Background: an optimization exercise with open tools, aiming at small area, a short achievable clock period and few clock cycles. Do not read the settings as production practice. Only simulation tests tie the RTL to the original design; equivalence was not proved. Power and IR drop assume default switching activity.

$ cat flow/design.v
module qc_fsm_complex #(
  parameter int unsigned N    = 3,
  parameter int unsigned W    = 16,
  parameter int unsigned FRAC = W - 2
) (
  input  logic         clk,
  input  logic         reset,
  input  logic         load_ready,
  input  logic [W-1:0] load_data,
  input  logic         new_gate,
  output logic [W-1:0] send_data,
  output logic         busy,
  output logic         done,
  output logic         sat
);
  localparam int unsigned Max  = 1 << N;
  localparam int unsigned AccW = 2 * W + N;   
  localparam int unsigned ND   = W / 2;      
  localparam logic [AccW-1:0] KPos    = AccW'((((64'd1 << (2 * ND)) - 64'd1) / 64'd3) << W);
  localparam logic [AccW-1:0] AccInit = (AccW'(1) << (FRAC - 1)) - AccW'(2 * Max) * KPos;
  logic            wait_ack_q;    
  logic            cap;           
  logic            cap_q;         
  logic            ph1_q;         
  logic            ph_load_q, ph_gate_q, ph_drain_q, ph_send_q;
  logic [2*N:0]    cnt_q;         
  logic            ng_q;
  logic            lastw_q;       
  logic            done_q, sat_q;
  logic            part, row_last;
  assign part     = cnt_q[0];
  assign row_last = &cnt_q[2*N:N+1];
  assign cap = load_ready & ~wait_ack_q;
  logic wpart_q, wfirst_q, wlast_q, wrow7_q;
  logic a0_q, a1_q;
  logic r_q, r7_q;
  logic [W-1:0]       x_q;
  logic [ND-1:0]      one_q, two_q, neg_q;
  logic [2*W-1:0]     pcs_s_q, pcs_c_q;
  logic [AccW-1:0]    acc_re_q, acc_im_q;
  logic [W-1:0]       send_q;
  logic [2*W-1:0]     s_q [Max];      
  logic [2*W-1:0]     o_q [Max-1];
  logic [2*W-1:0] m_s, m_c;
  qc_mul_cs u_mul (.x(x_q), .one(one_q), .two(two_q), .neg(neg_q), .s(m_s), .c(m_c));
  logic          y_re, y_neg, y_ld;
  logic [W-1:0]  y;
  logic [ND-1:0] y_one, y_two, y_negd;
  assign y_ld  = cap_q | ph1_q;
  assign y_re  = ph_load_q | (cap_q ? part : wpart_q);
  assign y_neg = ~cap_q & ~wpart_q;
  assign y     = y_re ? s_q[0][W-1:0] : s_q[0][2*W-1:W];
  always_comb begin
    for (int i = 0; i < ND; i++) begin
      logic b2, b1, b0;
      b2 = y[2*i+1];
      b1 = y[2*i];
      b0 = (i == 0) ? 1'b0 : y[2*i-1];
      y_one[i]  = b1 ^ b0;
      y_two[i]  = (b2 & ~b1 & ~b0) | (~b2 & b1 & b0);
      y_negd[i] = b2 ^ y_neg;
    end
  end
  logic [AccW-1:0] acc_base, acc_sum;
  assign acc_base = wfirst_q ? AccInit : (a1_q ? acc_im_q : acc_re_q);
  assign acc_sum  = acc_base + AccW'(pcs_s_q) + AccW'(pcs_c_q);
  logic          ovf_re, ovf_im;
  logic [W-1:0]  res_re, res_im;
  assign ovf_re = ~(&acc_re_q[AccW-1:FRAC+W-1]) & (|acc_re_q[AccW-1:FRAC+W-1]);
  assign ovf_im = ~(&acc_im_q[AccW-1:FRAC+W-1]) & (|acc_im_q[AccW-1:FRAC+W-1]);
  assign res_re = ovf_re ? {acc_re_q[AccW-1], {(W-1){~acc_re_q[AccW-1]}}} : acc_re_q[FRAC+W-1:FRAC];
  assign res_im = ovf_im ? {acc_im_q[AccW-1], {(W-1){~acc_im_q[AccW-1]}}} : acc_im_q[FRAC+W-1:FRAC];
  logic rot, rot_cp, ld_im, push_o, push_s;
  assign rot    = cap_q & (ph_load_q ? ~part : part);
  assign rot_cp = ph_gate_q & row_last;
  assign ld_im  = cap_q & ph_load_q & part;
  assign push_s = r_q & r7_q;
  assign push_o = (r_q & ~r7_q) | (rot & rot_cp);
  always_ff @(posedge clk or posedge reset) begin
    if (reset) begin
      wait_ack_q <= 1'b0;
      cap_q      <= 1'b0;
      ph1_q      <= 1'b0;
      ph_load_q  <= 1'b1;
      ph_gate_q  <= 1'b0;
      ph_drain_q <= 1'b0;
      ph_send_q  <= 1'b0;
      cnt_q      <= '0;
      lastw_q    <= 1'b0;
      done_q     <= 1'b0;
      sat_q      <= 1'b0;
      a0_q       <= 1'b0;
      a1_q       <= 1'b0;
      r_q        <= 1'b0;
      send_q     <= '0;
    end else begin
      if (cap) wait_ack_q <= 1'b1;
      else if (!load_ready) wait_ack_q <= 1'b0;
      cap_q  <= cap;
      ph1_q  <= cap_q & ph_gate_q;
      a0_q   <= cap_q & ph_gate_q;
      a1_q   <= ph1_q;
      r_q    <= a1_q & wlast_q;
      done_q <= lastw_q & wait_ack_q & ~load_ready;
      if (cap) begin
        lastw_q <= ph_send_q & (cnt_q[N:0] == (N+1)'(2 * Max - 1));
        if (ph_send_q) send_q <= part ? s_q[0][2*W-1:W] : s_q[0][W-1:0];
      end
      if (cap_q) begin
        cnt_q <= cnt_q + 1'b1;
        if (ph_load_q) begin
          if (cnt_q[N:0] == (N+1)'(2 * Max - 1)) begin
            cnt_q     <= '0;
            ph_load_q <= 1'b0;
            ph_gate_q <= 1'b1;
          end
          if (cnt_q[N:0] == '0) sat_q <= 1'b0;
        end
        if (ph_gate_q && (&cnt_q) && !ng_q) begin
          ph_gate_q  <= 1'b0;
          ph_drain_q <= 1'b1;
        end
        if (ph_send_q && cnt_q[N:0] == (N+1)'(2 * Max - 1)) begin
          cnt_q     <= '0;
          ph_send_q <= 1'b0;
          ph_load_q <= 1'b1;
        end
      end
      if (ph_drain_q && a1_q) begin
        ph_drain_q <= 1'b0;
        ph_send_q  <= 1'b1;
      end
      if (r_q) sat_q <= sat_q | ovf_re | ovf_im;
    end
  end
  always_ff @(posedge clk) begin
    ng_q <= new_gate;
    if (!wait_ack_q) x_q <= load_data;
    if (cap_q) begin
      wpart_q  <= part;
      wfirst_q <= (cnt_q[N:0] == '0);
      wlast_q  <= (cnt_q[N:0] == (N+1)'(2 * Max - 1));
      wrow7_q  <= row_last;
    end
    r7_q <= wrow7_q;
    if (y_ld) begin
      one_q <= y_one;
      two_q <= y_two;
      neg_q <= y_negd;
    end
    pcs_s_q <= m_s;
    pcs_c_q <= m_c;
    if (a0_q) acc_re_q <= acc_sum;
    if (a1_q) acc_im_q <= acc_sum;
    if (rot) begin
      for (int i = 0; i < Max - 1; i++) s_q[i] <= s_q[i+1];
      if (ph_load_q)   s_q[Max-1] <= {x_q, x_q};
      else if (rot_cp) s_q[Max-1] <= o_q[0];
      else             s_q[Max-1] <= s_q[0];
    end else if (push_s) begin
      s_q[Max-1] <= {res_im, res_re};
    end else if (ld_im) begin
      s_q[Max-1][2*W-1:W] <= x_q;
    end
    if (push_o) begin
      for (int i = 0; i < Max - 2; i++) o_q[i] <= o_q[i+1];
      o_q[Max-2] <= {res_im, res_re};
    end
  end
  assign send_data = send_q;
  assign busy      = ph_drain_q;
  assign done      = done_q;
  assign sat       = sat_q;
endmodule
module qc_mul_cs (
  input  logic [15:0] x,
  input  logic [7:0]  one,
  input  logic [7:0]  two,
  input  logic [7:0]  neg,
  output logic [31:0] s,
  output logic [31:0] c
);
  wire pp1 = ((one[0] & x[0]) | (two[0] & 1'b0)) ^ neg[0];
  wire pp2 = ((one[0] & x[1]) | (two[0] & x[0])) ^ neg[0];
  wire pp3 = ((one[0] & x[2]) | (two[0] & x[1])) ^ neg[0];
  wire pp4 = ((one[0] & x[3]) | (two[0] & x[2])) ^ neg[0];
  wire pp5 = ((one[0] & x[4]) | (two[0] & x[3])) ^ neg[0];
  wire pp6 = ((one[0] & x[5]) | (two[0] & x[4])) ^ neg[0];
  wire pp7 = ((one[0] & x[6]) | (two[0] & x[5])) ^ neg[0];
  wire pp8 = ((one[0] & x[7]) | (two[0] & x[6])) ^ neg[0];
  wire pp9 = ((one[0] & x[8]) | (two[0] & x[7])) ^ neg[0];
  wire pp10 = ((one[0] & x[9]) | (two[0] & x[8])) ^ neg[0];
  wire pp11 = ((one[0] & x[10]) | (two[0] & x[9])) ^ neg[0];
  wire pp12 = ((one[0] & x[11]) | (two[0] & x[10])) ^ neg[0];
  wire pp13 = ((one[0] & x[12]) | (two[0] & x[11])) ^ neg[0];
  wire pp14 = ((one[0] & x[13]) | (two[0] & x[12])) ^ neg[0];
  wire pp15 = ((one[0] & x[14]) | (two[0] & x[13])) ^ neg[0];
  wire pp16 = ((one[0] & x[15]) | (two[0] & x[14])) ^ neg[0];
  wire pp17 = ~(((one[0] & x[15]) | (two[0] & x[15])) ^ neg[0]);
  wire pp18 = ((one[1] & x[0]) | (two[1] & 1'b0)) ^ neg[1];
  wire pp19 = ((one[1] & x[1]) | (two[1] & x[0])) ^ neg[1];
  wire pp20 = ((one[1] & x[2]) | (two[1] & x[1])) ^ neg[1];
  wire pp21 = ((one[1] & x[3]) | (two[1] & x[2])) ^ neg[1];
  wire pp22 = ((one[1] & x[4]) | (two[1] & x[3])) ^ neg[1];
  wire pp23 = ((one[1] & x[5]) | (two[1] & x[4])) ^ neg[1];
  wire pp24 = ((one[1] & x[6]) | (two[1] & x[5])) ^ neg[1];
  wire pp25 = ((one[1] & x[7]) | (two[1] & x[6])) ^ neg[1];
  wire pp26 = ((one[1] & x[8]) | (two[1] & x[7])) ^ neg[1];
  wire pp27 = ((one[1] & x[9]) | (two[1] & x[8])) ^ neg[1];
  wire pp28 = ((one[1] & x[10]) | (two[1] & x[9])) ^ neg[1];
  wire pp29 = ((one[1] & x[11]) | (two[1] & x[10])) ^ neg[1];
  wire pp30 = ((one[1] & x[12]) | (two[1] & x[11])) ^ neg[1];
  wire pp31 = ((one[1] & x[13]) | (two[1] & x[12])) ^ neg[1];
  wire pp32 = ((one[1] & x[14]) | (two[1] & x[13])) ^ neg[1];
  wire pp33 = ((one[1] & x[15]) | (two[1] & x[14])) ^ neg[1];
  wire pp34 = ~(((one[1] & x[15]) | (two[1] & x[15])) ^ neg[1]);
  wire pp35 = ((one[2] & x[0]) | (two[2] & 1'b0)) ^ neg[2];
  wire pp36 = ((one[2] & x[1]) | (two[2] & x[0])) ^ neg[2];
  wire pp37 = ((one[2] & x[2]) | (two[2] & x[1])) ^ neg[2];
  wire pp38 = ((one[2] & x[3]) | (two[2] & x[2])) ^ neg[2];
  wire pp39 = ((one[2] & x[4]) | (two[2] & x[3])) ^ neg[2];
  wire pp40 = ((one[2] & x[5]) | (two[2] & x[4])) ^ neg[2];
  wire pp41 = ((one[2] & x[6]) | (two[2] & x[5])) ^ neg[2];
  wire pp42 = ((one[2] & x[7]) | (two[2] & x[6])) ^ neg[2];
  wire pp43 = ((one[2] & x[8]) | (two[2] & x[7])) ^ neg[2];
  wire pp44 = ((one[2] & x[9]) | (two[2] & x[8])) ^ neg[2];
  wire pp45 = ((one[2] & x[10]) | (two[2] & x[9])) ^ neg[2];
  wire pp46 = ((one[2] & x[11]) | (two[2] & x[10])) ^ neg[2];
  wire pp47 = ((one[2] & x[12]) | (two[2] & x[11])) ^ neg[2];
  wire pp48 = ((one[2] & x[13]) | (two[2] & x[12])) ^ neg[2];
  wire pp49 = ((one[2] & x[14]) | (two[2] & x[13])) ^ neg[2];
  wire pp50 = ((one[2] & x[15]) | (two[2] & x[14])) ^ neg[2];
  wire pp51 = ~(((one[2] & x[15]) | (two[2] & x[15])) ^ neg[2]);
  wire pp52 = ((one[3] & x[0]) | (two[3] & 1'b0)) ^ neg[3];
  wire pp53 = ((one[3] & x[1]) | (two[3] & x[0])) ^ neg[3];
  wire pp54 = ((one[3] & x[2]) | (two[3] & x[1])) ^ neg[3];
  wire pp55 = ((one[3] & x[3]) | (two[3] & x[2])) ^ neg[3];
  wire pp56 = ((one[3] & x[4]) | (two[3] & x[3])) ^ neg[3];
  wire pp57 = ((one[3] & x[5]) | (two[3] & x[4])) ^ neg[3];
  wire pp58 = ((one[3] & x[6]) | (two[3] & x[5])) ^ neg[3];
  wire pp59 = ((one[3] & x[7]) | (two[3] & x[6])) ^ neg[3];
  wire pp60 = ((one[3] & x[8]) | (two[3] & x[7])) ^ neg[3];
  wire pp61 = ((one[3] & x[9]) | (two[3] & x[8])) ^ neg[3];
  wire pp62 = ((one[3] & x[10]) | (two[3] & x[9])) ^ neg[3];
  wire pp63 = ((one[3] & x[11]) | (two[3] & x[10])) ^ neg[3];
  wire pp64 = ((one[3] & x[12]) | (two[3] & x[11])) ^ neg[3];
  wire pp65 = ((one[3] & x[13]) | (two[3] & x[12])) ^ neg[3];
  wire pp66 = ((one[3] & x[14]) | (two[3] & x[13])) ^ neg[3];
  wire pp67 = ((one[3] & x[15]) | (two[3] & x[14])) ^ neg[3];
  wire pp68 = ~(((one[3] & x[15]) | (two[3] & x[15])) ^ neg[3]);
  wire pp69 = ((one[4] & x[0]) | (two[4] & 1'b0)) ^ neg[4];
  wire pp70 = ((one[4] & x[1]) | (two[4] & x[0])) ^ neg[4];
  wire pp71 = ((one[4] & x[2]) | (two[4] & x[1])) ^ neg[4];
  wire pp72 = ((one[4] & x[3]) | (two[4] & x[2])) ^ neg[4];
  wire pp73 = ((one[4] & x[4]) | (two[4] & x[3])) ^ neg[4];
  wire pp74 = ((one[4] & x[5]) | (two[4] & x[4])) ^ neg[4];
  wire pp75 = ((one[4] & x[6]) | (two[4] & x[5])) ^ neg[4];
  wire pp76 = ((one[4] & x[7]) | (two[4] & x[6])) ^ neg[4];
  wire pp77 = ((one[4] & x[8]) | (two[4] & x[7])) ^ neg[4];
  wire pp78 = ((one[4] & x[9]) | (two[4] & x[8])) ^ neg[4];
  wire pp79 = ((one[4] & x[10]) | (two[4] & x[9])) ^ neg[4];
  wire pp80 = ((one[4] & x[11]) | (two[4] & x[10])) ^ neg[4];
  wire pp81 = ((one[4] & x[12]) | (two[4] & x[11])) ^ neg[4];
  wire pp82 = ((one[4] & x[13]) | (two[4] & x[12])) ^ neg[4];
  wire pp83 = ((one[4] & x[14]) | (two[4] & x[13])) ^ neg[4];
  wire pp84 = ((one[4] & x[15]) | (two[4] & x[14])) ^ neg[4];
  wire pp85 = ~(((one[4] & x[15]) | (two[4] & x[15])) ^ neg[4]);
  wire pp86 = ((one[5] & x[0]) | (two[5] & 1'b0)) ^ neg[5];
  wire pp87 = ((one[5] & x[1]) | (two[5] & x[0])) ^ neg[5];
  wire pp88 = ((one[5] & x[2]) | (two[5] & x[1])) ^ neg[5];
  wire pp89 = ((one[5] & x[3]) | (two[5] & x[2])) ^ neg[5];
  wire pp90 = ((one[5] & x[4]) | (two[5] & x[3])) ^ neg[5];
  wire pp91 = ((one[5] & x[5]) | (two[5] & x[4])) ^ neg[5];
  wire pp92 = ((one[5] & x[6]) | (two[5] & x[5])) ^ neg[5];
  wire pp93 = ((one[5] & x[7]) | (two[5] & x[6])) ^ neg[5];
  wire pp94 = ((one[5] & x[8]) | (two[5] & x[7])) ^ neg[5];
  wire pp95 = ((one[5] & x[9]) | (two[5] & x[8])) ^ neg[5];
  wire pp96 = ((one[5] & x[10]) | (two[5] & x[9])) ^ neg[5];
  wire pp97 = ((one[5] & x[11]) | (two[5] & x[10])) ^ neg[5];
  wire pp98 = ((one[5] & x[12]) | (two[5] & x[11])) ^ neg[5];
  wire pp99 = ((one[5] & x[13]) | (two[5] & x[12])) ^ neg[5];
  wire pp100 = ((one[5] & x[14]) | (two[5] & x[13])) ^ neg[5];
  wire pp101 = ((one[5] & x[15]) | (two[5] & x[14])) ^ neg[5];
  wire pp102 = ~(((one[5] & x[15]) | (two[5] & x[15])) ^ neg[5]);
  wire pp103 = ((one[6] & x[0]) | (two[6] & 1'b0)) ^ neg[6];
  wire pp104 = ((one[6] & x[1]) | (two[6] & x[0])) ^ neg[6];
  wire pp105 = ((one[6] & x[2]) | (two[6] & x[1])) ^ neg[6];
  wire pp106 = ((one[6] & x[3]) | (two[6] & x[2])) ^ neg[6];
  wire pp107 = ((one[6] & x[4]) | (two[6] & x[3])) ^ neg[6];
  wire pp108 = ((one[6] & x[5]) | (two[6] & x[4])) ^ neg[6];
  wire pp109 = ((one[6] & x[6]) | (two[6] & x[5])) ^ neg[6];
  wire pp110 = ((one[6] & x[7]) | (two[6] & x[6])) ^ neg[6];
  wire pp111 = ((one[6] & x[8]) | (two[6] & x[7])) ^ neg[6];
  wire pp112 = ((one[6] & x[9]) | (two[6] & x[8])) ^ neg[6];
  wire pp113 = ((one[6] & x[10]) | (two[6] & x[9])) ^ neg[6];
  wire pp114 = ((one[6] & x[11]) | (two[6] & x[10])) ^ neg[6];
  wire pp115 = ((one[6] & x[12]) | (two[6] & x[11])) ^ neg[6];
  wire pp116 = ((one[6] & x[13]) | (two[6] & x[12])) ^ neg[6];
  wire pp117 = ((one[6] & x[14]) | (two[6] & x[13])) ^ neg[6];
  wire pp118 = ((one[6] & x[15]) | (two[6] & x[14])) ^ neg[6];
  wire pp119 = ~(((one[6] & x[15]) | (two[6] & x[15])) ^ neg[6]);
  wire pp120 = ((one[7] & x[0]) | (two[7] & 1'b0)) ^ neg[7];
  wire pp121 = ((one[7] & x[1]) | (two[7] & x[0])) ^ neg[7];
  wire pp122 = ((one[7] & x[2]) | (two[7] & x[1])) ^ neg[7];
  wire pp123 = ((one[7] & x[3]) | (two[7] & x[2])) ^ neg[7];
  wire pp124 = ((one[7] & x[4]) | (two[7] & x[3])) ^ neg[7];
  wire pp125 = ((one[7] & x[5]) | (two[7] & x[4])) ^ neg[7];
  wire pp126 = ((one[7] & x[6]) | (two[7] & x[5])) ^ neg[7];
  wire pp127 = ((one[7] & x[7]) | (two[7] & x[6])) ^ neg[7];
  wire pp128 = ((one[7] & x[8]) | (two[7] & x[7])) ^ neg[7];
  wire pp129 = ((one[7] & x[9]) | (two[7] & x[8])) ^ neg[7];
  wire pp130 = ((one[7] & x[10]) | (two[7] & x[9])) ^ neg[7];
  wire pp131 = ((one[7] & x[11]) | (two[7] & x[10])) ^ neg[7];
  wire pp132 = ((one[7] & x[12]) | (two[7] & x[11])) ^ neg[7];
  wire pp133 = ((one[7] & x[13]) | (two[7] & x[12])) ^ neg[7];
  wire pp134 = ((one[7] & x[14]) | (two[7] & x[13])) ^ neg[7];
  wire pp135 = ((one[7] & x[15]) | (two[7] & x[14])) ^ neg[7];
  wire pp136 = ~(((one[7] & x[15]) | (two[7] & x[15])) ^ neg[7]);
  wire hs137 = pp11 ^ pp26;
  wire hc138 = pp11 & pp26;
  wire hs139 = pp12 ^ pp27;
  wire hc140 = pp12 & pp27;
  wire fs141 = pp13 ^ pp28 ^ pp43;
  wire fc142 = (pp13 & pp28) | (pp43 & (pp13 ^ pp28));
  wire hs143 = pp58 ^ pp73;
  wire hc144 = pp58 & pp73;
  wire fs145 = pp14 ^ pp29 ^ pp44;
  wire fc146 = (pp14 & pp29) | (pp44 & (pp14 ^ pp29));
  wire hs147 = pp59 ^ pp74;
  wire hc148 = pp59 & pp74;
  wire fs149 = pp15 ^ pp30 ^ pp45;
  wire fc150 = (pp15 & pp30) | (pp45 & (pp15 ^ pp30));
  wire fs151 = pp60 ^ pp75 ^ pp90;
  wire fc152 = (pp60 & pp75) | (pp90 & (pp60 ^ pp75));
  wire hs153 = pp105 ^ pp120;
  wire hc154 = pp105 & pp120;
  wire fs155 = pp16 ^ pp31 ^ pp46;
  wire fc156 = (pp16 & pp31) | (pp46 & (pp16 ^ pp31));
  wire fs157 = pp61 ^ pp76 ^ pp91;
  wire fc158 = (pp61 & pp76) | (pp91 & (pp61 ^ pp76));
  wire hs159 = pp106 ^ pp121;
  wire hc160 = pp106 & pp121;
  wire fs161 = pp17 ^ pp32 ^ pp47;
  wire fc162 = (pp17 & pp32) | (pp47 & (pp17 ^ pp32));
  wire fs163 = pp62 ^ pp77 ^ pp92;
  wire fc164 = (pp62 & pp77) | (pp92 & (pp62 ^ pp77));
  wire hs165 = pp107 ^ pp122;
  wire hc166 = pp107 & pp122;
  wire fs167 = pp33 ^ pp48 ^ pp63;
  wire fc168 = (pp33 & pp48) | (pp63 & (pp33 ^ pp48));
  wire fs169 = pp78 ^ pp93 ^ pp108;
  wire fc170 = (pp78 & pp93) | (pp108 & (pp78 ^ pp93));
  wire fs171 = pp34 ^ pp49 ^ pp64;
  wire fc172 = (pp34 & pp49) | (pp64 & (pp34 ^ pp49));
  wire hs173 = pp79 ^ pp94;
  wire hc174 = pp79 & pp94;
  wire fs175 = pp50 ^ pp65 ^ pp80;
  wire fc176 = (pp50 & pp65) | (pp80 & (pp50 ^ pp65));
  wire hs177 = pp51 ^ pp66;
  wire hc178 = pp51 & pp66;
  wire hs179 = pp7 ^ pp22;
  wire hc180 = pp7 & pp22;
  wire hs181 = pp8 ^ pp23;
  wire hc182 = pp8 & pp23;
  wire fs183 = pp9 ^ pp24 ^ pp39;
  wire fc184 = (pp9 & pp24) | (pp39 & (pp9 ^ pp24));
  wire hs185 = pp54 ^ pp69;
  wire hc186 = pp54 & pp69;
  wire fs187 = pp10 ^ pp25 ^ pp40;
  wire fc188 = (pp10 & pp25) | (pp40 & (pp10 ^ pp25));
  wire hs189 = pp55 ^ pp70;
  wire hc190 = pp55 & pp70;
  wire fs191 = hs137 ^ pp41 ^ pp56;
  wire fc192 = (hs137 & pp41) | (pp56 & (hs137 ^ pp41));
  wire fs193 = pp71 ^ pp86 ^ neg[5];
  wire fc194 = (pp71 & pp86) | (neg[5] & (pp71 ^ pp86));
  wire fs195 = hs139 ^ pp42 ^ pp57;
  wire fc196 = (hs139 & pp42) | (pp57 & (hs139 ^ pp42));
  wire fs197 = pp72 ^ pp87 ^ hc138;
  wire fc198 = (pp72 & pp87) | (hc138 & (pp72 ^ pp87));
  wire fs199 = fs141 ^ hs143 ^ pp88;
  wire fc200 = (fs141 & hs143) | (pp88 & (fs141 ^ hs143));
  wire fs201 = pp103 ^ neg[6] ^ hc140;
  wire fc202 = (pp103 & neg[6]) | (hc140 & (pp103 ^ neg[6]));
  wire fs203 = fs145 ^ hs147 ^ pp89;
  wire fc204 = (fs145 & hs147) | (pp89 & (fs145 ^ hs147));
  wire fs205 = pp104 ^ fc142 ^ hc144;
  wire fc206 = (pp104 & fc142) | (hc144 & (pp104 ^ fc142));
  wire fs207 = fs149 ^ fs151 ^ hs153;
  wire fc208 = (fs149 & fs151) | (hs153 & (fs149 ^ fs151));
  wire fs209 = neg[7] ^ fc146 ^ hc148;
  wire fc210 = (neg[7] & fc146) | (hc148 & (neg[7] ^ fc146));
  wire fs211 = fs155 ^ fs157 ^ hs159;
  wire fc212 = (fs155 & fs157) | (hs159 & (fs155 ^ fs157));
  wire fs213 = fc150 ^ fc152 ^ hc154;
  wire fc214 = (fc150 & fc152) | (hc154 & (fc150 ^ fc152));
  wire fs215 = fs161 ^ fs163 ^ hs165;
  wire fc216 = (fs161 & fs163) | (hs165 & (fs161 ^ fs163));
  wire fs217 = fc156 ^ fc158 ^ hc160;
  wire fc218 = (fc156 & fc158) | (hc160 & (fc156 ^ fc158));
  wire fs219 = fs167 ^ fs169 ^ pp123;
  wire fc220 = (fs167 & fs169) | (pp123 & (fs167 ^ fs169));
  wire fs221 = fc162 ^ fc164 ^ hc166;
  wire fc222 = (fc162 & fc164) | (hc166 & (fc162 ^ fc164));
  wire fs223 = fs171 ^ hs173 ^ pp109;
  wire fc224 = (fs171 & hs173) | (pp109 & (fs171 ^ hs173));
  wire fs225 = pp124 ^ fc168 ^ fc170;
  wire fc226 = (pp124 & fc168) | (fc170 & (pp124 ^ fc168));
  wire fs227 = fs175 ^ pp95 ^ pp110;
  wire fc228 = (fs175 & pp95) | (pp110 & (fs175 ^ pp95));
  wire fs229 = pp125 ^ fc172 ^ hc174;
  wire fc230 = (pp125 & fc172) | (hc174 & (pp125 ^ fc172));
  wire fs231 = hs177 ^ pp81 ^ pp96;
  wire fc232 = (hs177 & pp81) | (pp96 & (hs177 ^ pp81));
  wire fs233 = pp111 ^ pp126 ^ fc176;
  wire fc234 = (pp111 & pp126) | (fc176 & (pp111 ^ pp126));
  wire fs235 = pp67 ^ pp82 ^ pp97;
  wire fc236 = (pp67 & pp82) | (pp97 & (pp67 ^ pp82));
  wire fs237 = pp112 ^ pp127 ^ hc178;
  wire fc238 = (pp112 & pp127) | (hc178 & (pp112 ^ pp127));
  wire fs239 = pp68 ^ pp83 ^ pp98;
  wire fc240 = (pp68 & pp83) | (pp98 & (pp68 ^ pp83));
  wire hs241 = pp113 ^ pp128;
  wire hc242 = pp113 & pp128;
  wire fs243 = pp84 ^ pp99 ^ pp114;
  wire fc244 = (pp84 & pp99) | (pp114 & (pp84 ^ pp99));
  wire hs245 = pp85 ^ pp100;
  wire hc246 = pp85 & pp100;
  wire hs247 = pp5 ^ pp20;
  wire hc248 = pp5 & pp20;
  wire hs249 = pp6 ^ pp21;
  wire hc250 = pp6 & pp21;
  wire fs251 = hs179 ^ pp37 ^ pp52;
  wire fc252 = (hs179 & pp37) | (pp52 & (hs179 ^ pp37));
  wire fs253 = hs181 ^ pp38 ^ pp53;
  wire fc254 = (hs181 & pp38) | (pp53 & (hs181 ^ pp38));
  wire fs255 = fs183 ^ hs185 ^ neg[4];
  wire fc256 = (fs183 & hs185) | (neg[4] & (fs183 ^ hs185));
  wire fs257 = fs187 ^ hs189 ^ fc184;
  wire fc258 = (fs187 & hs189) | (fc184 & (fs187 ^ hs189));
  wire fs259 = fs191 ^ fs193 ^ fc188;
  wire fc260 = (fs191 & fs193) | (fc188 & (fs191 ^ fs193));
  wire fs261 = fs195 ^ fs197 ^ fc192;
  wire fc262 = (fs195 & fs197) | (fc192 & (fs195 ^ fs197));
  wire fs263 = fs199 ^ fs201 ^ fc196;
  wire fc264 = (fs199 & fs201) | (fc196 & (fs199 ^ fs201));
  wire fs265 = fs203 ^ fs205 ^ fc200;
  wire fc266 = (fs203 & fs205) | (fc200 & (fs203 ^ fs205));
  wire fs267 = fs207 ^ fs209 ^ fc204;
  wire fc268 = (fs207 & fs209) | (fc204 & (fs207 ^ fs209));
  wire fs269 = fs211 ^ fs213 ^ fc208;
  wire fc270 = (fs211 & fs213) | (fc208 & (fs211 ^ fs213));
  wire fs271 = fs215 ^ fs217 ^ fc212;
  wire fc272 = (fs215 & fs217) | (fc212 & (fs215 ^ fs217));
  wire fs273 = fs219 ^ fs221 ^ fc216;
  wire fc274 = (fs219 & fs221) | (fc216 & (fs219 ^ fs221));
  wire fs275 = fs223 ^ fs225 ^ fc220;
  wire fc276 = (fs223 & fs225) | (fc220 & (fs223 ^ fs225));
  wire fs277 = fs227 ^ fs229 ^ fc224;
  wire fc278 = (fs227 & fs229) | (fc224 & (fs227 ^ fs229));
  wire fs279 = fs231 ^ fs233 ^ fc228;
  wire fc280 = (fs231 & fs233) | (fc228 & (fs231 ^ fs233));
  wire fs281 = fs235 ^ fs237 ^ fc232;
  wire fc282 = (fs235 & fs237) | (fc232 & (fs235 ^ fs237));
  wire fs283 = fs239 ^ hs241 ^ fc236;
  wire fc284 = (fs239 & hs241) | (fc236 & (fs239 ^ hs241));
  wire fs285 = fs243 ^ pp129 ^ fc240;
  wire fc286 = (fs243 & pp129) | (fc240 & (fs243 ^ pp129));
  wire fs287 = hs245 ^ pp115 ^ pp130;
  wire fc288 = (hs245 & pp115) | (pp130 & (hs245 ^ pp115));
  wire fs289 = pp101 ^ pp116 ^ pp131;
  wire fc290 = (pp101 & pp116) | (pp131 & (pp101 ^ pp116));
  wire hs291 = pp102 ^ pp117;
  wire hc292 = pp102 & pp117;
  wire hs293 = pp3 ^ pp18;
  wire hc294 = pp3 & pp18;
  wire hs295 = pp4 ^ pp19;
  wire hc296 = pp4 & pp19;
  wire fs297 = hs247 ^ pp35 ^ neg[2];
  wire fc298 = (hs247 & pp35) | (neg[2] & (hs247 ^ pp35));
  wire fs299 = hs249 ^ pp36 ^ hc248;
  wire fc300 = (hs249 & pp36) | (hc248 & (hs249 ^ pp36));
  wire fs301 = fs251 ^ neg[3] ^ hc250;
  wire fc302 = (fs251 & neg[3]) | (hc250 & (fs251 ^ neg[3]));
  wire fs303 = fs253 ^ hc180 ^ fc252;
  wire fc304 = (fs253 & hc180) | (fc252 & (fs253 ^ hc180));
  wire fs305 = fs255 ^ hc182 ^ fc254;
  wire fc306 = (fs255 & hc182) | (fc254 & (fs255 ^ hc182));
  wire fs307 = fs257 ^ hc186 ^ fc256;
  wire fc308 = (fs257 & hc186) | (fc256 & (fs257 ^ hc186));
  wire fs309 = fs259 ^ hc190 ^ fc258;
  wire fc310 = (fs259 & hc190) | (fc258 & (fs259 ^ hc190));
  wire fs311 = fs261 ^ fc194 ^ fc260;
  wire fc312 = (fs261 & fc194) | (fc260 & (fs261 ^ fc194));
  wire fs313 = fs263 ^ fc198 ^ fc262;
  wire fc314 = (fs263 & fc198) | (fc262 & (fs263 ^ fc198));
  wire fs315 = fs265 ^ fc202 ^ fc264;
  wire fc316 = (fs265 & fc202) | (fc264 & (fs265 ^ fc202));
  wire fs317 = fs267 ^ fc206 ^ fc266;
  wire fc318 = (fs267 & fc206) | (fc266 & (fs267 ^ fc206));
  wire fs319 = fs269 ^ fc210 ^ fc268;
  wire fc320 = (fs269 & fc210) | (fc268 & (fs269 ^ fc210));
  wire fs321 = fs271 ^ fc214 ^ fc270;
  wire fc322 = (fs271 & fc214) | (fc270 & (fs271 ^ fc214));
  wire fs323 = fs273 ^ fc218 ^ fc272;
  wire fc324 = (fs273 & fc218) | (fc272 & (fs273 ^ fc218));
  wire fs325 = fs275 ^ fc222 ^ fc274;
  wire fc326 = (fs275 & fc222) | (fc274 & (fs275 ^ fc222));
  wire fs327 = fs277 ^ fc226 ^ fc276;
  wire fc328 = (fs277 & fc226) | (fc276 & (fs277 ^ fc226));
  wire fs329 = fs279 ^ fc230 ^ fc278;
  wire fc330 = (fs279 & fc230) | (fc278 & (fs279 ^ fc230));
  wire fs331 = fs281 ^ fc234 ^ fc280;
  wire fc332 = (fs281 & fc234) | (fc280 & (fs281 ^ fc234));
  wire fs333 = fs283 ^ fc238 ^ fc282;
  wire fc334 = (fs283 & fc238) | (fc282 & (fs283 ^ fc238));
  wire fs335 = fs285 ^ hc242 ^ fc284;
  wire fc336 = (fs285 & hc242) | (fc284 & (fs285 ^ hc242));
  wire fs337 = fs287 ^ fc244 ^ fc286;
  wire fc338 = (fs287 & fc244) | (fc286 & (fs287 ^ fc244));
  wire fs339 = fs289 ^ hc246 ^ fc288;
  wire fc340 = (fs289 & hc246) | (fc288 & (fs289 ^ hc246));
  wire fs341 = hs291 ^ pp132 ^ fc290;
  wire fc342 = (hs291 & pp132) | (fc290 & (hs291 ^ pp132));
  wire fs343 = pp118 ^ pp133 ^ hc292;
  wire fc344 = (pp118 & pp133) | (hc292 & (pp118 ^ pp133));
  wire hs345 = pp119 ^ pp134;
  wire hc346 = pp119 & pp134;
  assign s = {1'b0, pp136, pp135, hs345, fs343, fs341, fs339, fs337, fs335, fs333, fs331, fs329, fs327, fs325, fs323, fs321, fs319, fs317, fs315, fs313, fs311, fs309, fs307, fs305, fs303, fs301, fs299, fs297, hs295, hs293, pp2, pp1};
  assign c = {1'b0, 1'b0, hc346, fc344, fc342, fc340, fc338, fc336, fc334, fc332, fc330, fc328, fc326, fc324, fc322, fc320, fc318, fc316, fc314, fc312, fc310, fc308, fc306, fc304, fc302, fc300, fc298, hc296, hc294, neg[1], 1'b0, neg[0]};
endmodule
$ cat flow/run.sh
#!/bin/bash
# synth_recipe.tcl (not shown) runs the flow's synth.tcl, then flattens the netlist and writes it again
# the make line also repeats each setting of config.mk as NAME=value (left out here)
make -C /OpenROAD-flow-scripts/flow DESIGN_CONFIG=/design/flow/config.mk WORK_HOME=/design/flow/orfs CLKGATE_MAP_FILE= SYNTH_SCRIPT=/design/flow/synth_recipe.tcl finish
$ cat flow/config.mk
export PLATFORM = sky130hd
export DESIGN_NAME = qc_fsm_complex
export DESIGN_NICKNAME = qc_fsm_complex
export VERILOG_FILES = /design/flow/design.v
export SDC_FILE = /design/flow/constraint.sdc
export NUM_CORES = 4
export LEC_CHECK = 0
export CAP_MARGIN = 20
export CORE_MARGIN = 2
export CORE_UTILIZATION = 40
export SLEW_MARGIN = 20
$ cat flow/constraint.sdc
create_clock -name core_clock -period 12.5 [get_ports {clk}]
set_input_delay 2.5000 -clock core_clock [delete_from_list [all_inputs] [get_ports {clk}]]
set_output_delay 2.5000 -clock core_clock [all_outputs]
set_load 0.01 [all_outputs]
==> metrics.yaml, run 1 <==
whs_path_depth: 0
setup.worst_path.end: "acc_im_q[31]$_DFFE_PP_"
tritoncts: "yes"
slew_viol_final: 0
hp-class: "register to register"
ys_async_sr_fraction: 0.0507
critPathKind: "register to register"
fillers: 6486
core-area_um2: 74700
initial_core_util: 0.405
r2r-start: "a1_q$_DFF_PP0_"
cp-end-kind: "register"
fp.dieW_um: 279
worst_slew_pin_slew_ns: 1.15
cts_max_path_buffers: 3
hold_buffers: 0
slew_headroom: 0.234
rows: 100
clockRootBuffer: "clkbuf_16"
p_leak_nw: 12.3
final_nets: 2254
post_cts_buffers: 0
dieArea_um2: 77900
synth_cell_types: 61
synth_area_um2: 30300
multiInputGateArea_um2: 9370
synth_top_cell_by_area: "edfxtp_1"
drcViolationCount: 0
area_growth_pct: 12.5
place_inst: 2959
grt_pass1_wl_um: 101000
grt_overflow: 0
clk_latency_ns: 0.63
final_cells: 3095
antenna_found_initial: 0
layout-drive-gt1-share: 0.0823
setup_viol: 0
num_io_pins: 39
synth_edf_count: 593
cts-buffers-inserted: 73
grt_use_total: 0.172
post-route-min-period_ns: 4.56
drt.antenna.violating_nets: 0
ys.warnings.count: 3
crit_required_ns: 12.86
crit_arrival_ns: 4.92
grt_max_degree: 143
grt_pass1_vias: 16500
seq_area_um2: 19900
hold_viol: 0
gp_congestion: 0.850
reg2reg_setup_slack_ns: 7.94
syn_avg_cell_area_um2: 14.7
clk_pin_slew_ns: 0.06
crit_fanout: 52
reg2regPathDepth: 12
via_count: 16500
finClkSkew_ns: 0.0266
post-dp-hpwl_um: 43800
setup.worst_path.start_class: "register"
yosysTopAreaCellShare: 0.588
synth-seq-cells: 691
h-tree-depth: 3
startpoint: "a1_q$_DFF_PP0_"
status: "complete, no violations"
fmax_mhz: 219
ys_top_cells_by_count: "593 x edfxtp_1, 123 x inv_1, 121 x a22oi_1"
drv_cap: 0
min_period_over_period: 0.365
synth_nets: 2254
timing.final.ws_setup_ns: 7.94
drt_iter0_markers: 1474
wire_per_inst_um: 21.3
ys_seq_area_frac: 0.659
ir_worst_vdd_mv: 0.128
synth_flop_cell: "edfxtp_1"
netlist_instances: 2066
finalSetupTns_ns: 0
wl_um: 66000
dr.pass1.iters: 6
regToRegEndpoint: "acc_im_q[31]$_DFFE_PP_"
diodes: 0
pwr_density_cell_nw_per_um2: 232
io_buffers: 38
yosys-top-cells-area: "edfxtp_1 59%, fa_1 7.3%, dfxtp_1 4.2%, xnor2_1 3.1%, a22oi_1 3.0%"
rsz0062_at_grt: "no"
cts-resized-gates: 0
clock_sinks: 691
yosys.cell_count.top_type: "edfxtp_1"
vias_per_cell: 5.32
post-place-ws_ns: 7.95
fp.dieH_um: 279
[state kept, by name (all words and copies together), names as in the netlist, 7 cells and up, named ones only]
signal / flops
acc_re_q: 35
s_q: 256
send_q: 16
neg_q: 8
pcs_c_q: 29
pcs_s_q: 31
cnt_q: 7
o_q: 224
two_q: 8
acc_im_q: 35
one_q: 8
x_q: 16
[logic make-up (layout without fill, tap and decap cells)]
family | after synthesis | in the layout | synth area share
flip-flops | 691 | 691 | 0.659
AO/OA/AOI/OAI | 378 | 378 | 0.0859
AND/OR/NAND/NOR | 291 | 291 | 0.0415
buffers and inverters | 260 | 320 | 0.0323
XOR/XNOR | 188 | 188 | 0.0544
adder cells (fa/ha/maj) | 168 | 168 | 0.0970
multiplexers | 90 | 90 | 0.0301
[per-layer routing]
layer  wire length, um  GRT usage
met1             30000      0.244
met2             30200      0.267
met3              3660     0.0267
met4              2140     0.0649
met5                 0          0
[per-stage QoR]
stage	total power [mW]	hold WS [ns]	utilization	area, um^2
2_1_floorplan	4.99	0.323	-	30300
3_3_place_gp	5.70	0.329	0.422	31500
3_5_place_dp	5.71	0.329	0.422	31500
4_1_cts	7.97	0.343	0.456	34100
5_1_grt	8.44	0.353	0.456	34100
6_report	7.92	0.346	0.456	34100
[cell usage in the layout (no fill, tap or decap), types with 73 or more instances in the layout]
| cell type | instances |
|---|---|
| edfxtp_1 | 593 |
| nor2_1 | 98 |
| xnor2_1 | 106 |
| inv_1 | 121 |
| o21ai_0 | 73 |
| a22oi_1 | 121 |
| xor2_1 | 82 |
| clkbuf_16 | 74 |
| mux2i_1 | 82 |
| nand2_1 | 118 |
| fa_1 | 111 |
[critical path, cell delays in order (launching register included)]
cell and delay [ns]:
dfrtp_4 0.72, buf_4 0.65, mux2i_1 0.26, nor2_1 0.07
fa_1 0.46, ha_1 0.39, a21oi_1 0.20, o21ai_0 0.15
a211o_1 0.36, a211o_1 0.32, a311oi_1 0.38, o41ai_2 0.15
xor2_1 0.16
[cell type report]
class | instances | area share
timing repair buffer | 59 | 0.0160
multi-input combinational | 1115 | 0.275
clock buffer | 105 | 0.0614
tap | 969 | 0.0356
inverter | 126 | 0.0141
sequential | 691 | 0.586
clock inverter | 30 | 0.0123
[power by group]
| part | switching (mW) | internal, mW | total [mW] |
|---|---|---|---|
| logic | 1.61 | 1.08 | 2.69 |
| clock network | 0.905 | 1.29 | 2.19 |
| registers | 0.164 | 2.87 | 3.04 |
[how the worst min path moves through the flow]
stage	start	endpoint	slack, ns
final	wrow7_q$_DFFE_PP_	r7_q$_DFF_P_	0.35
after global routing	wrow7_q$_DFFE_PP_	r7_q$_DFF_P_	0.35
after CTS	wrow7_q$_DFFE_PP_	r7_q$_DFF_P_	0.34
after detailed placement	wrow7_q$_DFFE_PP_	r7_q$_DFF_P_	0.33
after global placement	wrow7_q$_DFFE_PP_	r7_q$_DFF_P_	0.33
after floorplan	wrow7_q$_DFFE_PP_	r7_q$_DFF_P_	0.32
Testbench counts, summed over its fixed seeds: cycles 66,240.
==> inputs of run 2 (changes only) <==
--- a/flow/config.mk
+++ b/flow/config.mk
@@ -6,4 +6,5 @@
 export NUM_CORES = 4
 export LEC_CHECK = 0
+export ABC_CLOCK_PERIOD_IN_PS = 3000
 export CAP_MARGIN = 20
 export CORE_MARGIN = 2
==> run 2 against run 1 <==
Effect of this change:
- still clean on timing, DRC and antenna
- sequential power hardly changed
- core utilization stayed put
- first-iteration DRC count stayed put
- register-to-register slack hardly changed
- combinational power hardly changed
- sequential cell count stayed put
- critical path depth stayed put
- routed wire length stayed put
- final area stayed put
- clock-buffer cell count stayed put
- worst hold slack stayed put
- critical path type unchanged
==> metrics.yaml, run 2 <==
dieArea_um2: 77900  # unchanged
cp_cell_sequence: "buf_4 -> mux2i_1 -> nor2_1 -> fa_1 -> ha_1 -> a21oi_1 -> o21ai_0 -> a211o_1 -> a211o_1 -> a311oi_1 -> o41ai_2 -> xor2_1"
top_usage_layer: "met2"
hold_viol: 0  # unchanged
crit_fanout: 52  # unchanged
ys.warnings.count: 3  # unchanged
synth_cell_types: 61  # unchanged
clockRootBuffer: "clkbuf_16"
seq_area_um2: 19900  # unchanged
yosys-top-cells-area: "edfxtp_1 59%, fa_1 7.3%, dfxtp_1 4.2%, xnor2_1 3.1%, a22oi_1 3.0%"
rows: 100  # unchanged
antenna_found_initial: 0  # unchanged
final_nets: 2254  # unchanged
min_period_over_period: 0.365  # unchanged
crit_path_top_delay_cell: "dfrtp_4"
p_leak_nw: 12.3  # unchanged
grt_overflow: 0  # unchanged
fmax_mhz: 219  # unchanged
crit_required_ns: 12.86  # about the same
min_from: "wrow7_q$_DFFE_PP_"
path_common_cell: "a211o_1"
post-dp-hpwl_um: 43800  # unchanged
syn_avg_cell_area_um2: 14.7  # unchanged
synth_top_cell_by_area: "edfxtp_1"
status: "complete, no violations"
core-area_um2: 74700  # unchanged
synth_nets: 2254  # unchanged
largest_reg_flops: 256  # unchanged
wire_per_inst_um: 21.3  # unchanged
r2r-start: "a1_q$_DFF_PP0_"
rsz0062_at_grt: "no"
finClkSkew_ns: 0.0266  # unchanged
setup_viol: 0  # unchanged
yosys.cell_count.top_type: "edfxtp_1"
synth_area_um2: 30300  # unchanged
grt_use_met2: 0.267  # unchanged
biggestRegsByFlops: "s_q (256), o_q (224)"
regToRegEndpoint: "acc_im_q[31]$_DFFE_PP_"
hold_buffers: 0  # unchanged
post-route-min-period_ns: 4.56  # unchanged
dr.pass1.iters: 6  # unchanged
ir_worst_vdd_mv: 0.128  # unchanged
vias_per_cell: 5.32  # unchanged
startpoint: "a1_q$_DFF_PP0_"
critical-path-max-stage-delay_ns: 0.72  # about the same
grt_max_degree: 143  # unchanged
drcViolationCount: 0  # unchanged
tritoncts: "yes"
area_growth_pct: 12.5  # unchanged
drv_cap: 0  # unchanged
synth-seq-cells: 691  # unchanged
yosysTopAreaCellShare: 0.588  # unchanged
final_cell_mix: "593 x edfxtp_1, 121 x inv_1, 121 x a22oi_1"
ys_seq_area_frac: 0.659  # unchanged
clk_latency_ns: 0.63  # about the same
use_met1: 0.244  # unchanged
fillers: 6486  # unchanged
drt_iter0_markers: 1474  # unchanged
critPathKind: "register to register"
pwr_density_cell_nw_per_um2: 232  # unchanged
cp-end-kind: "register"
initial_core_util: 0.405  # unchanged
via_count: 16500  # unchanged
netlist_instances: 2066  # unchanged
ys_async_sr_fraction: 0.0507  # unchanged
grt_pass1_vias: 16500  # unchanged
whs_path_depth: 0  # unchanged
hp-class: "register to register"
ys_top_cells_by_count: "593 x edfxtp_1, 123 x inv_1, 121 x a22oi_1"
post_cts_buffers: 0  # unchanged
crit_arrival_ns: 4.92  # about the same
slew_headroom: 0.234  # unchanged
synth_flop_cell: "edfxtp_1"
cts_max_path_buffers: 3  # unchanged
post-route-util: 0.456  # unchanged
wl_um: 66000  # unchanged
final_common_cell: "edfxtp_1"
reg2regPathDepth: 12  # unchanged
diodes: 0  # unchanged
setup.worst_path.start_class: "register"
clock_sinks: 691  # unchanged
multiInputGateArea_um2: 9370  # unchanged
gp_congestion: 0.850  # unchanged
grt_use_total: 0.172  # unchanged
cts-resized-gates: 0  # unchanged
finalPower_mw: 7.92  # unchanged
cts-buffers-inserted: 73  # unchanged
use_met3: 0.0267  # unchanged
layout-drive-gt1-share: 0.0823  # unchanged
fp.dieW_um: 279  # unchanged
drt.antenna.violating_nets: 0  # unchanged
grt_pass1_wl_um: 101000  # unchanged
num_io_pins: 39  # unchanged
top_register: "s_q"
finalSetupTns_ns: 0  # unchanged
timing.hold.ws_ns: 0.346  # unchanged
reg2reg_setup_slack_ns: 7.94  # about the same
clk_pin_slew_ns: 0.06  # about the same
slew_viol_final: 0  # unchanged
min_to: "r7_q$_DFF_P_"
fp.dieH_um: 279  # unchanged
io_buffers: 38  # unchanged
synth_edf_count: 593  # unchanged
h-tree-depth: 3  # unchanged
worst_slew_pin_slew_ns: 1.15  # unchanged
==> run 2: cell counts after synthesis <==
No cell type changed its count.
==> run 2: how the worst max path moves through the flow <==
stage | slack, ns | end | cells past startpoint
6_report | 7.94 | acc_im_q[31]$_DFFE_PP_ | 12
5_1_grt | 7.63 | acc_re_q[27]$_DFFE_PP_ | 12
4_1_cts | 7.91 | acc_re_q[27]$_DFFE_PP_ | 12
3_5_place_dp | 7.95 | acc_im_q[31]$_DFFE_PP_ | 12
3_3_place_gp | 8.00 | acc_im_q[31]$_DFFE_PP_ | 12
2_1_floorplan | 4.90 | o_q[0][0]$_DFFE_PP_ | 5
==> run 2: critical path, delay by kind of cell, from the launching register on <==
family / cells / cell delay (ns)
AOI/OAI and AO/OA: 6 / 1.56
DFF: 1 / 0.72
muxes: 1 / 0.26
and+or+nand+nor: 1 / 0.07
buffers and inverters: 1 / 0.65
xor gates and xnor gates: 1 / 0.16
adders and majority gates: 2 / 0.85
==> run 2: layer usage <==
layer | share of wire | vias up
met5 | 0 | -
met4 | 0.032 | 0
met3 | 0.055 | 147
met2 | 0.46 | 535
met1 | 0.45 | 8321
li1 | - | 7456
==> run 2: final cells by class <==
cell class,count,area share
Sequential cell,691,0.586
Multi-Input combinational cell,1115,0.275
Clock buffer,105,0.0614
Tap cell,969,0.0356
Timing Repair Buffer,59,0.0160
Inverter,126,0.0141
Clock inverter,30,0.0123
==> run 2: cells by family after synthesis <==
kind of cell	after synthesis	synth area share
flip-flops	691	0.659
AO/OA/AOI/OAI	378	0.0859
AND/OR/NAND/NOR	291	0.0415
buffers and inverters	260	0.0323
XOR/XNOR	188	0.0544
adder cells (fa/ha/maj)	168	0.0970
multiplexers	90	0.0301
==> run 2: per-stage QoR <==
| step | cells | cell area (um^2) | worst slack [ns] |
|---|---|---|---|
| 2_1_floorplan | 2066 | 30300 | 4.90 |
| 3_3_place_gp | 2959 | 31500 | 8.00 |
| 3_5_place_dp | 2959 | 31500 | 7.95 |
| 4_1_cts | 3094 | 34100 | 7.91 |
| 5_1_grt | 3095 | 34100 | 7.63 |
| 6_report | 3095 | 34100 | 7.94 |
==> run 2: report_power, final <==
group          leakage (nW)  internal (mW)  switching (mW)
sequential             6.39           2.87           0.164
combinational          4.72           1.08            1.61
clock                  1.22           1.29           0.905
==> inputs of run 3 (changes only) <==
--- a/flow/config.mk
+++ b/flow/config.mk
@@ -10,3 +10,5 @@
 export CORE_MARGIN = 2
 export CORE_UTILIZATION = 40
+export CTS_BUF_LIST = sky130_fd_sc_hd__clkbuf_4 sky130_fd_sc_hd__clkbuf_8
+export CTS_CLUSTER_SIZE = 40
 export SLEW_MARGIN = 20
==> run 3 against run 2 <==
Effect of this change:
- critical endpoint unchanged
- global-route usage up 0.18 points
- final cell count up 2.5%
- register-to-register slack worse by 0.02 ns
- sequential share of layout area about the same
- synthesized cell count unchanged
==> metrics.yaml, run 3 <==
drt.antenna.violating_nets: 0  # unchanged
power.share.clock: 0.271  # -0.006
rsz0062_at_grt: "no"
drv_cap: 0  # unchanged
post_cts_buffers: 0  # unchanged
worst_slew_pin_slew_ns: 1.18  # +0.0352 ns
synth_flop_cell: "edfxtp_1"
num_io_pins: 39  # unchanged
ys.warnings.count: 3  # unchanged
antenna_found_initial: 1  # +1
biggestRegsByFlops: "s_q (256), o_q (224)"
status: "complete, no violations"
gp_congestion: 0.850  # unchanged
grt_overflow: 0  # unchanged
fmax_mhz: 218  # -0.46%
vias_per_cell: 5.26  # -1.2%
slew_headroom: 0.210  # -0.0235
cts-resized-gates: 0  # unchanged
dieArea_um2: 77900  # unchanged
grt_pass1_wl_um: 103000  # +1.5%
yosys.cell_count.top_type: "edfxtp_1"
cts_max_path_buffers: 3  # unchanged
tritoncts: "yes"
synth_area_um2: 30300  # unchanged
min_to: "r7_q$_DFF_P_"
synth-seq-cells: 691  # unchanged
crit_required_ns: 12.95  # +0.09 ns
layout-drive-gt1-share: 0.118  # +0.0353
power.net_switching_mw: 2.68  # +0.23%
grt_pass1_vias: 16800  # +2.2%
ir_worst_vdd_mv: 0.132  # +3.1%
finClkSkew_ns: 0.0585  # +0.0319 ns
place_inst: 2959  # unchanged
reg2regPathDepth: 12  # unchanged
wire_per_inst_um: 21.1  # -1.3%
clk_pin_slew_ns: 0.07  # about the same
hold_buffers: 0  # unchanged
cp_cell_sequence: "buf_4 -> mux2i_1 -> nor2_1 -> fa_1 -> ha_1 -> a21oi_1 -> o21ai_0 -> a211o_1 -> a211o_1 -> a311oi_1 -> o41ai_2 -> xor2_1"
setup.worst_path.start_class: "register"
grt_use_total: 0.174  # +0.00183
whs_path_depth: 0  # unchanged
ys_seq_area_frac: 0.659  # unchanged
clock_sinks: 691  # unchanged
final_cell_mix: "593 x edfxtp_1, 131 x clkbuf_8, 121 x inv_1, 121 x a22oi_1, 118 x nand2_1"
fp.dieW_um: 279  # unchanged
final_cells: 3172  # +2.5%
initial_core_util: 0.405  # unchanged
regToRegEndpoint: "acc_im_q[31]$_DFFE_PP_"
min_from: "wrow7_q$_DFFE_PP_"
pwr-share-comb: 0.342  # +0.003
ys_async_sr_fraction: 0.0507  # unchanged
hold_viol: 0  # unchanged
finalSetupTns_ns: 0  # unchanged
min_period_over_period: 0.367  # +0.00170
critical-path-max-stage-delay_ns: 0.72  # about the same
crit_path_top_delay_cell: "dfrtp_4"
path_common_cell: "a211o_1"
setup_viol: 0  # unchanged
internal_power_mw: 5.16  # -1.5%
hp-class: "register to register"
yosysTopAreaCellShare: 0.588  # unchanged
critPathTopFamily: "compound AO/OA/AOI/OAI gates"
switching_share: 0.342  # +0.00391
final_common_cell: "edfxtp_1"
fp.dieH_um: 279  # unchanged
drcViolationCount: 0  # unchanged
rows: 100  # unchanged
critPathKind: "register to register"
sequentialPowerShare: 0.387  # +0.004
reg2reg_setup_slack_ns: 7.92  # -0.02 ns
drt_iter0_markers: 1447  # -1.8%
synth_edf_count: 593  # unchanged
core-area_um2: 74700  # unchanged
post-route-util: 0.456  # about the same
syn_avg_cell_area_um2: 14.7  # unchanged
synth_cell_types: 61  # unchanged
crit_fanout: 52  # unchanged
wl_um: 66800  # +1.2%
via_count: 16700  # +1.3%
largest_reg_flops: 256  # unchanged
io_buffers: 38  # unchanged
clockRootBuffer: "clkbuf_8"
p_leak_nw: 12.4  # +0.93%
slew_viol_final: 0  # unchanged
dr.pass1.iters: 5  # -1
ys_top_cells_by_count: "593 x edfxtp_1, 123 x inv_1, 121 x a22oi_1"
r2r-start: "a1_q$_DFF_PP0_"
crit_arrival_ns: 5.04  # +0.12 ns
synth_nets: 2254  # unchanged
h-tree-depth: 3  # unchanged
startpoint: "a1_q$_DFF_PP0_"
pwr_density_cell_nw_per_um2: 230  # -0.94%
grt_max_degree: 143  # unchanged
area_growth_pct: 12.6  # about the same
top_register: "s_q"
synth_top_cell_by_area: "edfxtp_1"
final_nets: 2292  # +1.7%
clk_latency_ns: 0.74  # +0.11 ns
post-route-min-period_ns: 4.58  # +0.0212 ns
cp-end-kind: "register"
critPathBufInv: 1  # unchanged
yosys-top-cells-area: "edfxtp_1 59%, fa_1 7.3%, dfxtp_1 4.2%, xnor2_1 3.1%, a22oi_1 3.0%"
netlist_instances: 2066  # unchanged
post-dp-hpwl_um: 43800  # unchanged
cts-buffers-inserted: 111  # +52%
run 3: cell counts after synthesis:
Identical to the previous run, type by type.
run 3: final cells by class:
type,count,area [um^2]
Timing Repair Buffer,59,546
Antenna cell,1,2.50
Tap cell,969,1210
Multi-Input combinational cell,1115,9370
Inverter,126,480
Fill cell,6501,40600
Sequential cell,691,19900
Clock buffer,170,2100
Clock inverter,41,420
run 3: kinds of logic (layout without fill, tap and decap cells):
kind of cell               after synthesis  after routing  share of synthesized area
AOI/OAI and AO/OA                      378            378                     0.0859
xor gates and xnor gates               188            188                     0.0544
adders and majority gates              168            168                     0.0970
buffers and inverters                  260            396                     0.0323
DFF                                    691            691                      0.659
muxes                                   90             90                     0.0301
other                                    0              1                          0
and+or+nand+nor                        291            291                     0.0415
run 3: worst max-delay path by stage:
stage | endpoint | slack (ns) | cells past startpoint
after floorplan | o_q[0][0]$_DFFE_PP_ | 4.90 | 5
after global placement | acc_im_q[31]$_DFFE_PP_ | 8.00 | 12
after detailed placement | acc_im_q[31]$_DFFE_PP_ | 7.95 | 12
after CTS | acc_im_q[31]$_DFFE_PP_ | 7.92 | 12
after global routing | acc_im_q[31]$_DFFE_PP_ | 7.62 | 12
final | acc_im_q[31]$_DFFE_PP_ | 7.92 | 12
run 3: per-layer routing:
metal	part of all wire	up-vias	track usage
met1	0.45	8405	0.245
met4	0.031	0	0.0655
met5	0	-	0
met2	0.46	567	0.269
met3	0.059	150	0.0310
li1	-	7552	-
run 3: power by group through the flow:
| stage | logic (mW) | registers (mW) | clock network [mW] |
|---|---|---|---|
| 4_1_cts | 2.68 | 3.04 | 2.18 |
| 3_3_place_gp | 2.61 | 3.08 | 0 |
| 2_1_floorplan | 2.01 | 2.99 | 0 |
| 6_report | 2.68 | 3.04 | 2.12 |
| 5_1_grt | 3.05 | 3.06 | 2.28 |
| 3_5_place_dp | 2.63 | 3.08 | 0 |
run 3: stage by stage:
stage / hold WS (ns) / setup WS [ns] / instance area (um^2) / total power [mW]
2_1_floorplan: 0.323 / 4.90 / 30300 / 4.99
3_3_place_gp: 0.329 / 8.00 / 31500 / 5.70
3_5_place_dp: 0.329 / 7.95 / 31500 / 5.71
4_1_cts: 0.351 / 7.92 / 34100 / 7.91
5_1_grt: 0.361 / 7.62 / 34100 / 8.38
6_report: 0.352 / 7.92 / 34100 / 7.84
==> inputs of run 4 (changes only) <==
--- a/flow/design.v
+++ b/flow/design.v
@@ -15,5 +15,5 @@
 );
   localparam int unsigned Max  = 1 << N;
-  localparam int unsigned AccW = 2 * W + N;   
+  localparam int unsigned AccW = 2 * W + N + 1;   
   localparam int unsigned ND   = W / 2;      
   localparam logic [AccW-1:0] KPos    = AccW'((((64'd1 << (2 * ND)) - 64'd1) / 64'd3) << W);
@@ -34,9 +34,9 @@
   logic wpart_q, wfirst_q, wlast_q, wrow7_q;
   logic a0_q, a1_q;
-  logic r_q, r7_q;
+  logic r_q;
   logic [W-1:0]       x_q;
   logic [ND-1:0]      one_q, two_q, neg_q;
   logic [2*W-1:0]     pcs_s_q, pcs_c_q;
-  logic [AccW-1:0]    acc_re_q, acc_im_q;
+  logic [AccW-1:0]    acc_a_q, acc_b_q;    
   logic [W-1:0]       send_q;
   logic [2*W-1:0]     s_q [Max];      
@@ -63,7 +63,10 @@
   end
   logic [AccW-1:0] acc_base, acc_sum;
-  assign acc_base = wfirst_q ? AccInit : (a1_q ? acc_im_q : acc_re_q);
+  assign acc_base = wfirst_q ? AccInit : acc_a_q;
   assign acc_sum  = acc_base + AccW'(pcs_s_q) + AccW'(pcs_c_q);
   logic          ovf_re, ovf_im;
+  logic [AccW-1:0] acc_re_q, acc_im_q;
+  assign acc_re_q = acc_a_q;
+  assign acc_im_q = acc_b_q;
   logic [W-1:0]  res_re, res_im;
   assign ovf_re = ~(&acc_re_q[AccW-1:FRAC+W-1]) & (|acc_re_q[AccW-1:FRAC+W-1]);
@@ -71,10 +74,6 @@
   assign res_re = ovf_re ? {acc_re_q[AccW-1], {(W-1){~acc_re_q[AccW-1]}}} : acc_re_q[FRAC+W-1:FRAC];
   assign res_im = ovf_im ? {acc_im_q[AccW-1], {(W-1){~acc_im_q[AccW-1]}}} : acc_im_q[FRAC+W-1:FRAC];
-  logic rot, rot_cp, ld_im, push_o, push_s;
-  assign rot    = cap_q & (ph_load_q ? ~part : part);
+  logic rot_q, ld_im_q, push_o_q, push_s_q, rot_cp;
   assign rot_cp = ph_gate_q & row_last;
-  assign ld_im  = cap_q & ph_load_q & part;
-  assign push_s = r_q & r7_q;
-  assign push_o = (r_q & ~r7_q) | (rot & rot_cp);
   always_ff @(posedge clk or posedge reset) begin
     if (reset) begin
@@ -93,4 +92,8 @@
       a1_q       <= 1'b0;
       r_q        <= 1'b0;
+      rot_q      <= 1'b0;
+      ld_im_q    <= 1'b0;
+      push_o_q   <= 1'b0;
+      push_s_q   <= 1'b0;
       send_q     <= '0;
     end else begin
@@ -102,4 +105,8 @@
       a1_q   <= ph1_q;
       r_q    <= a1_q & wlast_q;
+      rot_q    <= cap & (ph_load_q ? ~part : (ph_gate_q | ph_send_q) & part);
+      ld_im_q  <= cap & ph_load_q & part;
+      push_s_q <= a1_q & wlast_q & wrow7_q;
+      push_o_q <= (a1_q & wlast_q & ~wrow7_q) | (cap & ph_gate_q & row_last & part);
       done_q <= lastw_q & wait_ack_q & ~load_ready;
       if (cap) begin
@@ -143,5 +150,4 @@
       wrow7_q  <= row_last;
     end
-    r7_q <= wrow7_q;
     if (y_ld) begin
       one_q <= y_one;
@@ -151,17 +157,19 @@
     pcs_s_q <= m_s;
     pcs_c_q <= m_c;
-    if (a0_q) acc_re_q <= acc_sum;
-    if (a1_q) acc_im_q <= acc_sum;
-    if (rot) begin
+    if (a0_q | a1_q) begin
+      acc_a_q <= acc_b_q;
+      acc_b_q <= acc_sum;
+    end
+    if (rot_q) begin
       for (int i = 0; i < Max - 1; i++) s_q[i] <= s_q[i+1];
       if (ph_load_q)   s_q[Max-1] <= {x_q, x_q};
       else if (rot_cp) s_q[Max-1] <= o_q[0];
       else             s_q[Max-1] <= s_q[0];
-    end else if (push_s) begin
+    end else if (push_s_q) begin
       s_q[Max-1] <= {res_im, res_re};
-    end else if (ld_im) begin
+    end else if (ld_im_q) begin
       s_q[Max-1][2*W-1:W] <= x_q;
     end
-    if (push_o) begin
+    if (push_o_q) begin
       for (int i = 0; i < Max - 2; i++) o_q[i] <= o_q[i+1];
       o_q[Max-2] <= {res_im, res_re};
==> flow/config.mk (replaced) <==
export PLATFORM = sky130hd
export DESIGN_NAME = qc_fsm_complex
export DESIGN_NICKNAME = qc_fsm_complex
export VERILOG_FILES = /design/flow/design.v
export SDC_FILE = /design/flow/constraint.sdc
export NUM_CORES = 4
export LEC_CHECK = 0
export CAP_MARGIN = 20
export CORE_MARGIN = 2
export CORE_UTILIZATION = 70
export PLACE_DENSITY = 0.75
export SLEW_MARGIN = 20
==> run 4 against run 3 <==
Effect of this change:
- combinational power decreased by 11%
- core utilization rose by 32 points
- still clean on timing, DRC and antenna
- synthesized area hardly changed
- critical path type unchanged
- clock-buffer cell count decreased by 74
- critical endpoint is now acc_b_q[22]$_DFFE_PP_
- final cell count is 15% lower
- fmax grew 12%
- largest cell class unchanged
- first-iteration DRC count rose by 17%
- clock skew shrank 0.038 ns
- global-route usage grew 12 points
- via count decreased by 0.91%
==> metrics.yaml, run 4 <==
status: "complete, no violations"
ir_worst_vdd_mv: 0.244  # +84%
syn_avg_cell_area_um2: 14.7  # +0.64%
switching_share: 0.324  # -0.0178
rsz0062_at_grt: "no"
grt_pass1_vias: 16800  # -0.27%
critPathBufInv: 2  # +1
yosys.cell_count.top_type: "edfxtp_1"
drt.antenna.violating_nets: 0  # unchanged
ys_top_cells_by_count: "595 x edfxtp_1, 122 x inv_1, 120 x a22oi_1"
setup.worst_path.start_class: "register"
drt_iter0_markers: 1689  # +17%
cp-end-kind: "register"
internal_power_mw: 4.94  # -4.2%
diodes: 0  # -1
place_inst: 2563  # -13%
final_cells: 2692  # -15%
dr.pass1.iters: 6  # +1
ys_async_sr_fraction: 0.0560  # +0.00538
drcViolationCount: 0  # unchanged
hp-class: "register to register"
wire_per_inst_um: 23.8  # +13%
largest_reg_flops: 256  # unchanged
fp.dieW_um: 212  # -24%
fmax_mhz: 244  # +12%
synth_area_um2: 30300  # about the same
dieArea_um2: 44900  # -42%
synth-seq-cells: 696  # +0.72%
p_leak_nw: 12.2  # -1.7%
clockRootBuffer: "clkbuf_16"
ys.warnings.count: 3  # unchanged
netlist_instances: 2053  # -0.63%
grt_use_total: 0.298  # +0.125
post-dp-hpwl_um: 39800  # -9.1%
cts-resized-gates: 0  # unchanged
final_common_cell: "edfxtp_1"
setup_viol: 0  # unchanged
h-tree-depth: 3  # unchanged
finClkSkew_ns: 0.0209  # -0.0376 ns
io_buffers: 38  # unchanged
wl_um: 64000  # -4.2%
num_io_pins: 39  # unchanged
grt_max_degree: 82  # -43%
cp_cell_sequence: "buf_4 -> nand2b_1 -> fa_1 -> inv_1 -> ha_1 -> a211oi_1 -> o21ai_1 -> nor3b_1 -> o21bai_1 -> a21boi_1 -> o41ai_1 -> o21ai_0 -> xor2_1"
finalSetupTns_ns: 0  # unchanged
yosysTopAreaCellShare: 0.590  # +0.00194
synth_cell_types: 63  # +3.3%
grt_overflow: 0  # unchanged
core-area_um2: 42900  # -43%
vias_per_cell: 6.14  # +17%
drv_cap: 0  # unchanged
final_nets: 2238  # -2.4%
slew_headroom: 0.259  # +0.0482
clk_latency_ns: 0.61  # -0.13 ns
crit_required_ns: 12.84  # -0.11 ns
crit_arrival_ns: 4.44  # -0.60 ns
min_period_over_period: 0.328  # -0.0390
gp_congestion: 0.901  # +6.0%
clk_pin_slew_ns: 0.06  # about the same
power.share.clock: 0.283  # +0.012
cts_max_path_buffers: 3  # unchanged
grt_pass1_wl_um: 98600  # -4.1%
sequentialPowerShare: 0.392  # +0.005
post_cts_buffers: 0  # unchanged
critical-path-max-stage-delay_ns: 0.54  # -0.18 ns
synth_flop_cell: "edfxtp_1"
area_growth_pct: 10.1
post-route-min-period_ns: 4.10  # -0.487 ns
rows: 76  # -24%
biggestRegsByFlops: "s_q (256), o_q (224)"
critPathKind: "register to register"
run 4: changes by cell type after synthesis, moves of 16 or more:
cell      previous run  this run
nand2b_1             1        21
nor2_1              98        77
mux2i_1             82        63
a21o_1              19        44
o221a_2             16         0
buf_1               26        10
run 4: worst paths after layout:
| check | startpoint | endpoint | slack, ns | cells past startpoint |
|---|---|---|---|---|
| min | o_q[5][0]$_DFFE_PP_ | o_q[4][0]$_DFFE_PP_ | 0.41 | 0 |
| max reg2reg | wfirst_q$_DFFE_PP_ | acc_b_q[22]$_DFFE_PP_ | 8.40 | 13 |
| min reg2reg | o_q[5][0]$_DFFE_PP_ | o_q[4][0]$_DFFE_PP_ | 0.41 | 0 |
| min in group asynchronous | reset | send_q[12]$_DFFE_PP0P_ | 2.33 | 3 |
| max | wfirst_q$_DFFE_PP_ | acc_b_q[22]$_DFFE_PP_ | 8.40 | 13 |
| max in group asynchronous | reset | rot_q$_DFF_PP0_ | 9.78 | 3 |
run 4: per-stage QoR:
stage	area, um^2	hold slack [ns]	setup slack (ns)	util	power (mW)
2_1_floorplan	30300	0.346	6.24	-	4.64
3_3_place_gp	31000	0.400	8.35	0.724	5.16
3_5_place_dp	31000	0.405	8.23	0.724	5.23
4_1_cts	33300	0.409	8.40	0.777	7.33
5_1_grt	33300	0.417	8.21	0.777	7.76
6_report	33300	0.409	8.40	0.777	7.32
run 4: routing by layer:
metal,wire [um],track usage
met1,26900,0.443
met2,29400,0.449
met3,5700,0.0580
met4,2000,0.103
met5,0,0
run 4: layout make-up:
cell class	count	area, um^2
flip-flops and latches	696	20100
fillers	2441	9550
multi-input cells	1103	9240
clock buffers	96	1940
well taps	585	732
repair buffers	56	515
inverters	123	462
clock inverters	33	350
run 4: worst register-to-register path, stage by stage, from the launching register on:
cell and delay, ns:
edfxtp_1 0.37, buf_4 0.25, nand2b_1 0.25, fa_1 0.54
inv_1 0.06, ha_1 0.29, a211oi_1 0.39, o21ai_1 0.21
nor3b_1 0.19, o21bai_1 0.23, a21boi_1 0.15, o41ai_1 0.52
o21ai_0 0.22, xor2_1 0.17
run 4: power groups by stage:
stage	registers [mW]	logic (mW)	clock network (mW)
floorplan	2.82	1.82	0
global placement	2.91	2.25	0
detailed placement	2.91	2.32	0
CTS	2.87	2.37	2.10
global route	2.88	2.69	2.18
finish	2.87	2.38	2.07
run 4: cell families (layout without fill, tap and decap cells):
| logic type | after synthesis | after routing | synth area share |
|---|---|---|---|
| flip-flops | 696 | 696 | 0.663 |
| AO/OA/AOI/OAI | 366 | 366 | 0.0796 |
| AND/OR/NAND/NOR | 300 | 300 | 0.0461 |
| buffers and inverters | 254 | 308 | 0.0319 |
| XOR/XNOR | 187 | 187 | 0.0541 |
| adder cells (fa/ha/maj) | 168 | 168 | 0.0970 |
| multiplexers | 82 | 82 | 0.0279 |
Testbench counts of run 4, summed over its fixed seeds: cycles 66,240.

Setup slack of run 4, layout unchanged: 8.403 ns with ideal ports, 8.367 ns with driving cells assumed (clock clkbuf_16, inputs buf_2), 8.105 ns with port delays also shifted by the 0.657 ns mid clock arrival.
